Source: an optimization exercise on an open RTL-to-GDS flow (aim: small area). Production flows keep margins and buffers that such runs may drop.
Where RTL was checked, it was by simulation tests only, not by an equivalence proof against the original.
No driver is modelled on the clock port, so clocking that relies on it looks cheaper here than on a real chip.
Power and IR drop assume default switching activity.

Design mips_multicycle_core, start of the top module:
module mips_multicycle_core #(
  parameter int unsigned ADDR_W   = 10,
  parameter logic [31:0] RESET_PC = 32'h0000_0000,
  parameter int unsigned CNT_W    = 32
) (
  input  logic              clk,
  input  logic              rst,
  output logic              mem_req,
  output logic              mem_we,
  output logic [ADDR_W-1:0] mem_addr,
  output logic [31:0]       mem_wdata,
  input  logic [31:0]       mem_rdata,
  input  logic              mem_ready,
  input  logic [4:0]        dbg_reg_addr,
  output logic [31:0]       dbg_reg_data,
  output logic [31:0]       pc_out,
  output logic              halted,
  output logic [CNT_W-1:0]  instr_count
);
For scale: ~2200 cells after synthesis, roughly 180 I/O pins, ~32000 um2 of cells after synthesis.
==> flow/config.mk <==
export PLATFORM = sky130hd
export DESIGN_NAME = mips_multicycle_core
export DESIGN_NICKNAME = mips_multicycle_core
export VERILOG_FILES = /design/flow/design.v
export SDC_FILE = /design/flow/constraint.sdc
export NUM_CORES = 4
export LEC_CHECK = 0
export CAP_MARGIN = 20
export CORE_MARGIN = 2
export CORE_UTILIZATION = 65
export CTS_BUF_LIST = sky130_fd_sc_hd__clkbuf_8
export CTS_CLUSTER_DIAMETER = 60
export CTS_CLUSTER_SIZE = 14
export PLACE_DENSITY = 0.75
export SLEW_MARGIN = 20
export SYNTH_HIERARCHICAL = 1
export SYNTH_MINIMUM_KEEP_SIZE = 0
==> flow/constraint.sdc <==
create_clock -name core_clock -period 10.0 [get_ports {clk}]
set_input_delay 2.0000 -clock core_clock [delete_from_list [all_inputs] [get_ports {clk}]]
set_output_delay 2.0000 -clock core_clock [all_outputs]
set_load 0.01 [all_outputs]
standard.sh (not shown) runs the stock make flow with config.mk's settings and CLKGATE_MAP_FILE= SYNTH_SCRIPT=/design/flow/synth_recipe.tcl, a recipe that flattens the netlist after the stock synthesis.
==> flow/flow/run.sh <==
#!/bin/bash
set -e
export BUFFER_PORTS_ARGS="-buffer_cell sky130_fd_sc_hd__buf_1"
export CTS_ARGS="-sink_clustering_enable -repair_clock_nets -dont_use_dummy_load -sink_clustering_size 18 -sink_clustering_max_diameter 90 -buf_list sky130_fd_sc_hd__clkbuf_8"
bash standard.sh cts > standard_cts.log 2>&1
openroad -no_init -exit flow/resize.tcl > resize.log 2>&1
bash standard.sh > standard_finish.log 2>&1
Other scripts of this flow, unchanged in this note and not shown: flow/flow/downsize.tcl, flow/flow/resize.tcl
The first run finished with timing, DRC and antenna clean.
Next try:
--- a/flow/design.v
+++ b/flow/design.v
@@ -60,39 +60,55 @@
     S_CLR, S_FETCH0, S_FETCH, S_DEC, S_SH, S_WB, S_MEM, S_PCW, S_HALT1, S_HALT2, S_HALT
   } state_t;
   state_t           state;
   logic [NS*32-1:0] ring;      
   logic [4:0]       q;         
   logic [31:0]      cr;        
   logic             cc;        
-  logic [31:0]      acc, ir;
+  logic [31:0]      acc;
+  logic [25:0]      ir;        
+  logic [2:0]       cls;       
   logic             cy;        
   logic             pcpass;    
   logic             pcinc_p, cntinc_p;
-  logic [5:0] opc, fn;
+  logic [5:0] fn;
   logic [4:0] rs, rt, rd;
   logic is_r, is_j, is_beq, is_lw, is_sw, is_mem, legal;
   logic f_sub, f_and, f_or, f_slt;
-  assign opc = ir[31:26];
   assign fn  = ir[5:0];
   assign rs  = ir[25:21];
   assign rt  = ir[20:16];
   assign rd  = ir[15:11];
-  assign is_r    = (opc == OP_RTYPE);
-  assign is_j    = (opc == OP_J);
-  assign is_beq  = (opc == OP_BEQ);
-  assign is_lw   = (opc == OP_LW);
-  assign is_sw   = (opc == OP_SW);
-  assign is_mem  = is_lw | is_sw;
+  localparam logic [2:0] C_R = 3'b000, C_ADDI = 3'b001, C_LW = 3'b010, C_SW = 3'b011;
+  localparam logic [2:0] C_BEQ = 3'b100, C_J = 3'b101, C_ILL = 3'b110;
+  logic [2:0] rd_cls;
+  always_comb begin
+    case (mem_rdata[31:26])
+      OP_RTYPE: rd_cls = (mem_rdata[5:0] == FN_ADD || mem_rdata[5:0] == FN_SUB ||
+                          mem_rdata[5:0] == FN_AND || mem_rdata[5:0] == FN_OR ||
+                          mem_rdata[5:0] == FN_SLT) ? C_R : C_ILL;
+      OP_ADDI:  rd_cls = C_ADDI;
+      OP_LW:    rd_cls = C_LW;
+      OP_SW:    rd_cls = C_SW;
+      OP_BEQ:   rd_cls = C_BEQ;
+      OP_J:     rd_cls = C_J;
+      default:  rd_cls = C_ILL;
+    endcase
+  end
+  assign is_r    = (cls == C_R);
+  assign is_j    = (cls == C_J);
+  assign is_beq  = (cls == C_BEQ);
+  assign is_lw   = (cls == C_LW);
+  assign is_sw   = (cls == C_SW);
+  assign is_mem  = (cls[2:1] == 2'b01);
   assign f_sub   = (fn == FN_SUB);
   assign f_and   = (fn == FN_AND);
   assign f_or    = (fn == FN_OR);
   assign f_slt   = (fn == FN_SLT);
-  assign legal   = (is_r & ((fn == FN_ADD) | f_sub | f_and | f_or | f_slt)) |
-                   is_j | is_beq | (opc == OP_ADDI) | is_lw | is_sw;
+  assign legal   = (cls[2:1] != 2'b11);
   logic [4:0]    ms;        
   logic          ms_v;      
   logic [4:0]    pos;
   logic [31:0]   mm;
   always_comb begin
     ms   = SL_PC;
     ms_v = 1'b1;
@@ -114,14 +130,15 @@
   logic       a, b, bx, sum, cout, res, cnext, ibit, sub_m, last;
   assign bi = q;
   assign k  = pcpass ? (bi - 5'd2) : bi;
   assign a  = acc[0];
   always_comb begin
     if (pcpass && bi < 5'd2)               ibit = 1'b0;
     else if (!is_j && k >= 5'd16)          ibit = ir[15];
+    else if (k >= 5'd26)                   ibit = 1'b0;
     else                                   ibit = ir[k];
     b     = (!pcpass && (is_r || is_beq)) ? mm[bi] : ibit;
     if (pcpass && is_j) b = 1'b0;
     sub_m = !pcpass && is_r && (f_sub || f_slt);
     bx    = b ^ sub_m;
     sum   = a ^ bx ^ cy;
     cout  = (a & bx) | (a & cy) | (bx & cy);
@@ -181,15 +198,16 @@
       q <= q + 5'd1;
       if (inc_pc)  pcinc_p  <= 1'b0;
       if (q == 5'd0) cntinc_p <= 1'b0;
       case (state)
         S_CLR: if (at_end) state <= S_FETCH0;
         S_FETCH0: if (!pcinc_p && !cntinc_p) state <= S_FETCH;
         S_FETCH: if (mem_ready) begin
-          ir      <= mem_rdata;
+          ir      <= mem_rdata[25:0];
+          cls     <= rd_cls;
           pcinc_p <= 1'b1;
           state   <= S_DEC;
         end
         S_DEC: begin
           if (!legal) state <= S_HALT1;
           else if (is_j) begin
             cntinc_p <= 1'b1;
Result: The changed run passed the timing, design-rule and antenna checks. Setup slack degrades by 0.45 ns. Non-clock buffer count came out higher by 11. Sequential cell count came out lower by 3. Via count came out lower slightly. Combinational power came out higher to 3.2 times its value. Area after synthesis barely changes. Worst hold slack degrades by 0.0087 ns.
For the second run of this note, only the layout was checked, not whether the RTL still works.

The RTL this note starts from:
==> flow/design.v <==
module mmc_ao222n (input logic [2:0] s, input logic [2:0] d, output logic yn);
  assign yn = ~((s[0] & d[0]) | (s[1] & d[1]) | (s[2] & d[2]));
endmodule
module mmc_ao22n (input logic [1:0] s, input logic [1:0] d, output logic yn);
  assign yn = ~((s[0] & d[0]) | (s[1] & d[1]));
endmodule
module mmc_nand11 (input logic [10:0] a, output logic y);
  assign y = ~(&a);
endmodule
module mmc_mux32 (
  input  logic [31:0]      sel,
  input  logic [32*32-1:0] d,
  output logic [31:0]      y
);
  for (genvar i = 0; i < 32; i++) begin : g_bit
    logic [10:0] yn;
    for (genvar g = 0; g < 10; g++) begin : g_grp
      mmc_ao222n u_ao (.s(sel[3*g +: 3]),
                       .d({d[32*(3*g+2)+i], d[32*(3*g+1)+i], d[32*(3*g)+i]}), .yn(yn[g]));
    end
    mmc_ao22n u_ao2 (.s(sel[31:30]), .d({d[32*31+i], d[32*30+i]}), .yn(yn[10]));
    mmc_nand11 u_or (.a(yn), .y(y[i]));
  end
endmodule
module mmc_rwbit (input logic t, input logic c, input logic w, input logic wr,
                  output logic d, output logic co);
  assign co = t & c;
  assign d  = wr ? w : (t ^ c);
endmodule
module mips_multicycle_core #(
  parameter int unsigned ADDR_W   = 10,
  parameter logic [31:0] RESET_PC = 32'h0000_0000,
  parameter int unsigned CNT_W    = 32
) (
  input  logic              clk,
  input  logic              rst,
  output logic              mem_req,
  output logic              mem_we,
  output logic [ADDR_W-1:0] mem_addr,
  output logic [31:0]       mem_wdata,
  input  logic [31:0]       mem_rdata,
  input  logic              mem_ready,
  input  logic [4:0]        dbg_reg_addr,
  output logic [31:0]       dbg_reg_data,
  output logic [31:0]       pc_out,
  output logic              halted,
  output logic [CNT_W-1:0]  instr_count
);
  localparam int NS = 32;
  localparam logic [4:0] SL_PC = 5'd0;
  localparam logic [5:0] OP_RTYPE = 6'h00, OP_J = 6'h02, OP_BEQ = 6'h04;
  localparam logic [5:0] OP_ADDI  = 6'h08, OP_LW = 6'h23, OP_SW = 6'h2B;
  localparam logic [5:0] FN_ADD = 6'h20, FN_SUB = 6'h22, FN_AND = 6'h24;
  localparam logic [5:0] FN_OR  = 6'h25, FN_SLT = 6'h2A;
  typedef enum logic [3:0] {
    S_CLR, S_FETCH0, S_FETCH, S_DEC, S_SH, S_WB, S_MEM, S_PCW, S_HALT1, S_HALT2, S_HALT
  } state_t;
  state_t           state;
  logic [NS*32-1:0] ring;      
  logic [4:0]       q;         
  logic [31:0]      cr;        
  logic             cc;        
  logic [31:0]      acc, ir;
  logic             cy;        
  logic             pcpass;    
  logic             pcinc_p, cntinc_p;
  logic [5:0] opc, fn;
  logic [4:0] rs, rt, rd;
  logic is_r, is_j, is_beq, is_lw, is_sw, is_mem, legal;
  logic f_sub, f_and, f_or, f_slt;
  assign opc = ir[31:26];
  assign fn  = ir[5:0];
  assign rs  = ir[25:21];
  assign rt  = ir[20:16];
  assign rd  = ir[15:11];
  assign is_r    = (opc == OP_RTYPE);
  assign is_j    = (opc == OP_J);
  assign is_beq  = (opc == OP_BEQ);
  assign is_lw   = (opc == OP_LW);
  assign is_sw   = (opc == OP_SW);
  assign is_mem  = is_lw | is_sw;
  assign f_sub   = (fn == FN_SUB);
  assign f_and   = (fn == FN_AND);
  assign f_or    = (fn == FN_OR);
  assign f_slt   = (fn == FN_SLT);
  assign legal   = (is_r & ((fn == FN_ADD) | f_sub | f_and | f_or | f_slt)) |
                   is_j | is_beq | (opc == OP_ADDI) | is_lw | is_sw;
  logic [4:0]    ms;        
  logic          ms_v;      
  logic [4:0]    pos;
  logic [31:0]   mm;
  always_comb begin
    ms   = SL_PC;
    ms_v = 1'b1;
    case (state)
      S_DEC:       begin ms = rs; ms_v = (rs != 5'd0); end
      S_SH, S_MEM: begin ms = rt; ms_v = (rt != 5'd0); end
      S_HALT:      begin ms = dbg_reg_addr; ms_v = (dbg_reg_addr != 5'd0); end
      S_CLR:       ms_v = 1'b0;
      default: ;
    endcase
    if (rst) ms_v = 1'b0;
  end
  assign pos = ms - q;
  logic [NS-1:0] msel;
  always_comb
    for (int j = 0; j < NS; j++) msel[j] = ms_v && (pos == 5'(j));
  mmc_mux32 u_mm (.sel(msel), .d(ring), .y(mm));
  logic [4:0] bi, k;
  logic       a, b, bx, sum, cout, res, cnext, ibit, sub_m, last;
  assign bi = q;
  assign k  = pcpass ? (bi - 5'd2) : bi;
  assign a  = acc[0];
  always_comb begin
    if (pcpass && bi < 5'd2)               ibit = 1'b0;
    else if (!is_j && k >= 5'd16)          ibit = ir[15];
    else                                   ibit = ir[k];
    b     = (!pcpass && (is_r || is_beq)) ? mm[bi] : ibit;
    if (pcpass && is_j) b = 1'b0;
    sub_m = !pcpass && is_r && (f_sub || f_slt);
    bx    = b ^ sub_m;
    sum   = a ^ bx ^ cy;
    cout  = (a & bx) | (a & cy) | (bx & cy);
    res   = sum;
    cnext = cout;
    if (pcpass) begin
      if (is_j) res = (bi < 5'd2) ? 1'b0 : (bi < 5'd28) ? ibit : a;
    end else if (is_beq) begin
      cnext = cy & ~(a ^ b);
      if (bi == 5'd30) cnext = cnext & ~(acc[1] ^ mm[31]);
    end else if (is_r) begin
      if (f_and)      res = a & b;
      else if (f_or)  res = a | b;
      else if (f_slt) begin
        res = 1'b0;
        if (bi == 5'd31) cnext = (a ^ b) ? a : sum;
      end
    end
  end
  assign last = (bi == 5'd31) || (!pcpass && is_beq && bi == 5'd30);
  logic [4:0]  tslot;
  logic        tskip, wr_acc, inc_pc;
  logic [31:0] wword, rin;
  logic [32:2] rc;
  always_comb begin
    if (pcpass)    begin tslot = SL_PC;        tskip = 1'b0; end
    else if (is_r) begin tslot = rd;           tskip = (rd == 5'd0); end
    else           begin tslot = rt;           tskip = (rt == 5'd0); end
  end
  assign wr_acc  = (state == S_CLR) || (state == S_WB && !tskip && q == tslot);
  assign inc_pc  = pcinc_p  && (q == SL_PC);
  assign wword   = {acc[31:1], acc[0] | (state == S_WB && !pcpass && is_r && f_slt && cy)};
  assign rin[1:0] = wr_acc ? wword[1:0] : ring[1:0];
  assign rc[2]    = inc_pc;
  for (genvar i = 2; i < 32; i++) begin : g_rin
    mmc_rwbit u_rw (.t(ring[i]), .c(rc[i]), .w(wword[i]), .wr(wr_acc), .d(rin[i]), .co(rc[i+1]));
  end
  always_ff @(posedge clk) begin
    ring <= {rin, ring[NS*32-1:32]};
  end
  logic fetch_go, at_end;
  assign fetch_go = (state == S_FETCH);
  assign at_end   = (q == 5'd31);        
  logic cin;
  assign cin = (q == 5'd0) ? cntinc_p : cc;
  always_ff @(posedge clk) begin
    if (state != S_HALT) cr <= {(state == S_CLR) ? 1'b0 : (cr[0] ^ cin), cr[31:1]};
    cc <= cr[0] & cin;
  end
  always_ff @(posedge clk) begin
    if (rst) begin
      state    <= S_CLR;
      q        <= '0;
      pcinc_p  <= 1'b0;
      cntinc_p <= 1'b0;
      acc      <= mm;             
    end else begin
      q <= q + 5'd1;
      if (inc_pc)  pcinc_p  <= 1'b0;
      if (q == 5'd0) cntinc_p <= 1'b0;
      case (state)
        S_CLR: if (at_end) state <= S_FETCH0;
        S_FETCH0: if (!pcinc_p && !cntinc_p) begin
          acc   <= mm;
          state <= S_FETCH;
        end
        S_FETCH: if (mem_ready) begin
          ir      <= mem_rdata;
          pcinc_p <= 1'b1;
          state   <= S_DEC;
        end
        S_DEC: begin
          if (!legal) state <= S_HALT1;
          else if (is_j) begin
            cntinc_p <= 1'b1;
            state    <= S_PCW;
          end else begin
            acc    <= mm;
            cy     <= (is_r && (f_sub || f_slt)) || is_beq;
            pcpass <= 1'b0;
            if (at_end) begin
              cntinc_p <= 1'b1;
              state    <= S_SH;
            end
          end
        end
        S_PCW: if (!pcinc_p) begin
          acc    <= mm;
          cy     <= 1'b0;
          pcpass <= 1'b1;
          if (at_end) state <= S_SH;
        end
        S_SH: begin
          acc <= {res, acc[31:1]};
          cy  <= cnext;
          if (last) begin
            if (pcpass)      state <= S_WB;
            else if (is_mem) state <= S_MEM;
            else if (is_beq) state <= cnext ? S_PCW : S_FETCH0;
            else             state <= S_WB;
          end
        end
        S_WB: if (tskip || q == tslot) state <= S_FETCH0;
        S_MEM: if (mem_ready) begin
          if (is_lw) begin
            acc   <= mem_rdata;
            state <= S_WB;
          end else state <= S_FETCH0;
        end
        S_HALT1: if (!pcinc_p) begin
          acc   <= mm;
          state <= S_HALT2;
        end
        S_HALT2: if (q == 5'd31) state <= S_HALT;
        default: ;
      endcase
    end
  end
  assign mem_req      = fetch_go || (state == S_MEM);
  assign mem_we       = (state == S_MEM) && is_sw;
  assign mem_addr     = acc[ADDR_W+1:2];
  assign mem_wdata    = mm;
  assign dbg_reg_data = mm;
  assign pc_out       = acc;
  assign halted       = (state == S_HALT);
  assign instr_count  = CNT_W'(cr);
endmodule
==> flow/config.mk <==
export PLATFORM = sky130hd
export DESIGN_NAME = mips_multicycle_core
export DESIGN_NICKNAME = mips_multicycle_core
export VERILOG_FILES = /design/flow/design.v
export SDC_FILE = /design/flow/constraint.sdc
export NUM_CORES = 4
export LEC_CHECK = 0
export CAP_MARGIN = 20
export CORE_MARGIN = 2
export CORE_UTILIZATION = 65
export CTS_BUF_LIST = sky130_fd_sc_hd__clkbuf_8
export CTS_CLUSTER_DIAMETER = 60
export CTS_CLUSTER_SIZE = 14
export PLACE_DENSITY = 0.75
export SLEW_MARGIN = 20
export SYNTH_HIERARCHICAL = 1
export SYNTH_MINIMUM_KEEP_SIZE = 0
==> flow/constraint.sdc <==
create_clock -name core_clock -period 10.0 [get_ports {clk}]
set_input_delay 2.0000 -clock core_clock [delete_from_list [all_inputs] [get_ports {clk}]]
set_output_delay 2.0000 -clock core_clock [all_outputs]
set_load 0.01 [all_outputs]
==> flow/flow/run.sh <==
#!/bin/bash
# The standard layout, with the port buffers made of the smallest buffer cell.
export BUFFER_PORTS_ARGS="-buffer_cell sky130_fd_sc_hd__buf_1"
bash standard.sh > standard_run.log 2>&1
Next try:
--- a/flow/design.v
+++ b/flow/design.v
@@ -52,9 +52,9 @@
   localparam logic [5:0] OP_ADDI  = 6'h08, OP_LW = 6'h23, OP_SW = 6'h2B;
   localparam logic [5:0] FN_ADD = 6'h20, FN_SUB = 6'h22, FN_AND = 6'h24;
   localparam logic [5:0] FN_OR  = 6'h25, FN_SLT = 6'h2A;
   typedef enum logic [3:0] {
-    S_CLR, S_FETCH0, S_FETCH, S_DEC, S_SH, S_WB, S_MEM, S_PCW, S_HALT1, S_HALT2, S_HALT
+    S_CLR, S_FETCH, S_DEC, S_SH, S_WB, S_MEM, S_PCW, S_HALT1, S_HALT2, S_HALT
   } state_t;
   state_t           state;
   logic [NS*32-1:0] ring;      
   logic [4:0]       q;         
@@ -87,8 +87,9 @@
                    is_j | is_beq | (opc == OP_ADDI) | is_lw | is_sw;
   logic [4:0]    ms;        
   logic          ms_v;      
   logic [4:0]    pos;
+  logic [NS-1:0] msel;
   logic [31:0]   mm;
   always_comb begin
     ms   = SL_PC;
     ms_v = 1'b1;
@@ -101,9 +102,8 @@
     endcase
     if (rst) ms_v = 1'b0;
   end
   assign pos = ms - q;
-  logic [NS-1:0] msel;
   always_comb
     for (int j = 0; j < NS; j++) msel[j] = ms_v && (pos == 5'(j));
   mmc_mux32 u_mm (.sel(msel), .d(ring), .y(mm));
   logic [4:0] bi, k;
@@ -126,9 +126,8 @@
     if (pcpass) begin
       if (is_j) res = (bi < 5'd2) ? 1'b0 : (bi < 5'd28) ? ibit : a;
     end else if (is_beq) begin
       cnext = cy & ~(a ^ b);
-      if (bi == 5'd30) cnext = cnext & ~(acc[1] ^ mm[31]);
     end else if (is_r) begin
       if (f_and)      res = a & b;
       else if (f_or)  res = a | b;
       else if (f_slt) begin
@@ -136,9 +135,9 @@
         if (bi == 5'd31) cnext = (a ^ b) ? a : sum;
       end
     end
   end
-  assign last = (bi == 5'd31) || (!pcpass && is_beq && bi == 5'd30);
+  assign last = (!pcpass && is_mem) ? (bi == 5'(ADDR_W + 1)) : (bi == 5'd31);
   logic [4:0]  tslot;
   logic        tskip, wr_acc, inc_pc;
   logic [31:0] wword, rin;
   logic [32:2] rc;
@@ -158,14 +157,14 @@
   always_ff @(posedge clk) begin
     ring <= {rin, ring[NS*32-1:32]};
   end
   logic fetch_go, at_end;
-  assign fetch_go = (state == S_FETCH);
+  assign fetch_go = (state == S_FETCH) && !pcinc_p && !cntinc_p;
   assign at_end   = (q == 5'd31);        
   logic cin;
   assign cin = (q == 5'd0) ? cntinc_p : cc;
   always_ff @(posedge clk) begin
-    if (state != S_HALT) cr <= {(state == S_CLR) ? 1'b0 : (cr[0] ^ cin), cr[31:1]};
+    cr <= {(state == S_CLR) ? 1'b0 : (cr[0] ^ cin), cr[31:1]};
     cc <= cr[0] & cin;
   end
   always_ff @(posedge clk) begin
     if (rst) begin
@@ -178,14 +177,10 @@
       q <= q + 5'd1;
       if (inc_pc)  pcinc_p  <= 1'b0;
       if (q == 5'd0) cntinc_p <= 1'b0;
       case (state)
-        S_CLR: if (at_end) state <= S_FETCH0;
-        S_FETCH0: if (!pcinc_p && !cntinc_p) begin
-          acc   <= mm;
-          state <= S_FETCH;
-        end
-        S_FETCH: if (mem_ready) begin
+        S_CLR: if (at_end) state <= S_FETCH;
+        S_FETCH: if (fetch_go && mem_ready) begin
           ir      <= mem_rdata;
           pcinc_p <= 1'b1;
           state   <= S_DEC;
         end
@@ -215,33 +210,36 @@
           cy  <= cnext;
           if (last) begin
             if (pcpass)      state <= S_WB;
             else if (is_mem) state <= S_MEM;
-            else if (is_beq) state <= cnext ? S_PCW : S_FETCH0;
+            else if (is_beq) state <= cnext ? S_PCW : S_FETCH;
             else             state <= S_WB;
           end
         end
-        S_WB: if (tskip || q == tslot) state <= S_FETCH0;
+        S_WB: if (tskip || q == tslot) state <= S_FETCH;
         S_MEM: if (mem_ready) begin
           if (is_lw) begin
             acc   <= mem_rdata;
             state <= S_WB;
-          end else state <= S_FETCH0;
+          end else state <= S_FETCH;
         end
         S_HALT1: if (!pcinc_p) begin
           acc   <= mm;
           state <= S_HALT2;
         end
-        S_HALT2: if (q == 5'd31) state <= S_HALT;
+        S_HALT2: if (q == 5'd0) begin
+          ir    <= cr;
+          state <= S_HALT;
+        end
         default: ;
       endcase
     end
   end
   assign mem_req      = fetch_go || (state == S_MEM);
   assign mem_we       = (state == S_MEM) && is_sw;
-  assign mem_addr     = acc[ADDR_W+1:2];
+  assign mem_addr     = (state == S_FETCH) ? mm[ADDR_W+1:2] : acc[31:32-ADDR_W];
   assign mem_wdata    = mm;
   assign dbg_reg_data = mm;
   assign pc_out       = acc;
   assign halted       = (state == S_HALT);
-  assign instr_count  = CNT_W'(cr);
-endmodule
+  assign instr_count  = CNT_W'(ir);
+endmodule
Result: The new run passed the timing, design-rule and antenna checks. Die area grows by 1.1%. Clock skew shrinks by 6.1 ps. Design area grows by 1.3%. Final cell count grows by 2.1%. Sequential power grows by about 1%. Fmax shrinks by 0.85%. Setup slack degrades by 77 ps.

port drivers added, routing unchanged:
In the flow no input, the clock included, has a driving cell. The finished layouts below were timed again as built, in two steps.
Step 1: set_driving_cell puts a clkbuf_16 on clk and a buf_2 on each other input, an assumption about the parent block.
Step 2 adds t to the input delays and takes it off the output delays; t is the mean of the earliest and latest rising clock arrival at the registers after step 1. Input paths then give back, and output paths get back, about the clock's delay inside the block.
Slacks: ideal / step 1 / step 2; pairs: ideal / step 1.
run | t, ns | setup WS [ns] | hold slack, ns | clock arrival spread, ns | cell pins on the clock port's net
the first run of note 1 | 0.744 | 0.692 / 0.631 / 0.040 | 0.316 / 0.316 / 0.316 | 0.062 / 0.062 | 1
the second run of note 1 | 0.721 | 0.246 / 0.269 / -0.451 | 0.307 / 0.307 / 0.307 | 0.087 / 0.087 | 1
the first run of note 2 | 0.780 | 0.988 / 0.931 / 0.990 | 0.333 / 0.333 / 0.333 | 0.036 / 0.036 | 1
the second run of note 2 | 0.768 | 0.911 / 0.845 / 0.789 | 0.338 / 0.339 / 0.339 | 0.030 / 0.031 | 1
With both steps, setup timing fails in the second run of note 1, where it was met with ideal ports. The setup slack of the second run of note 1, which loses most, moves by +0.023 ns with the drivers and by -0.697 ns with both steps.
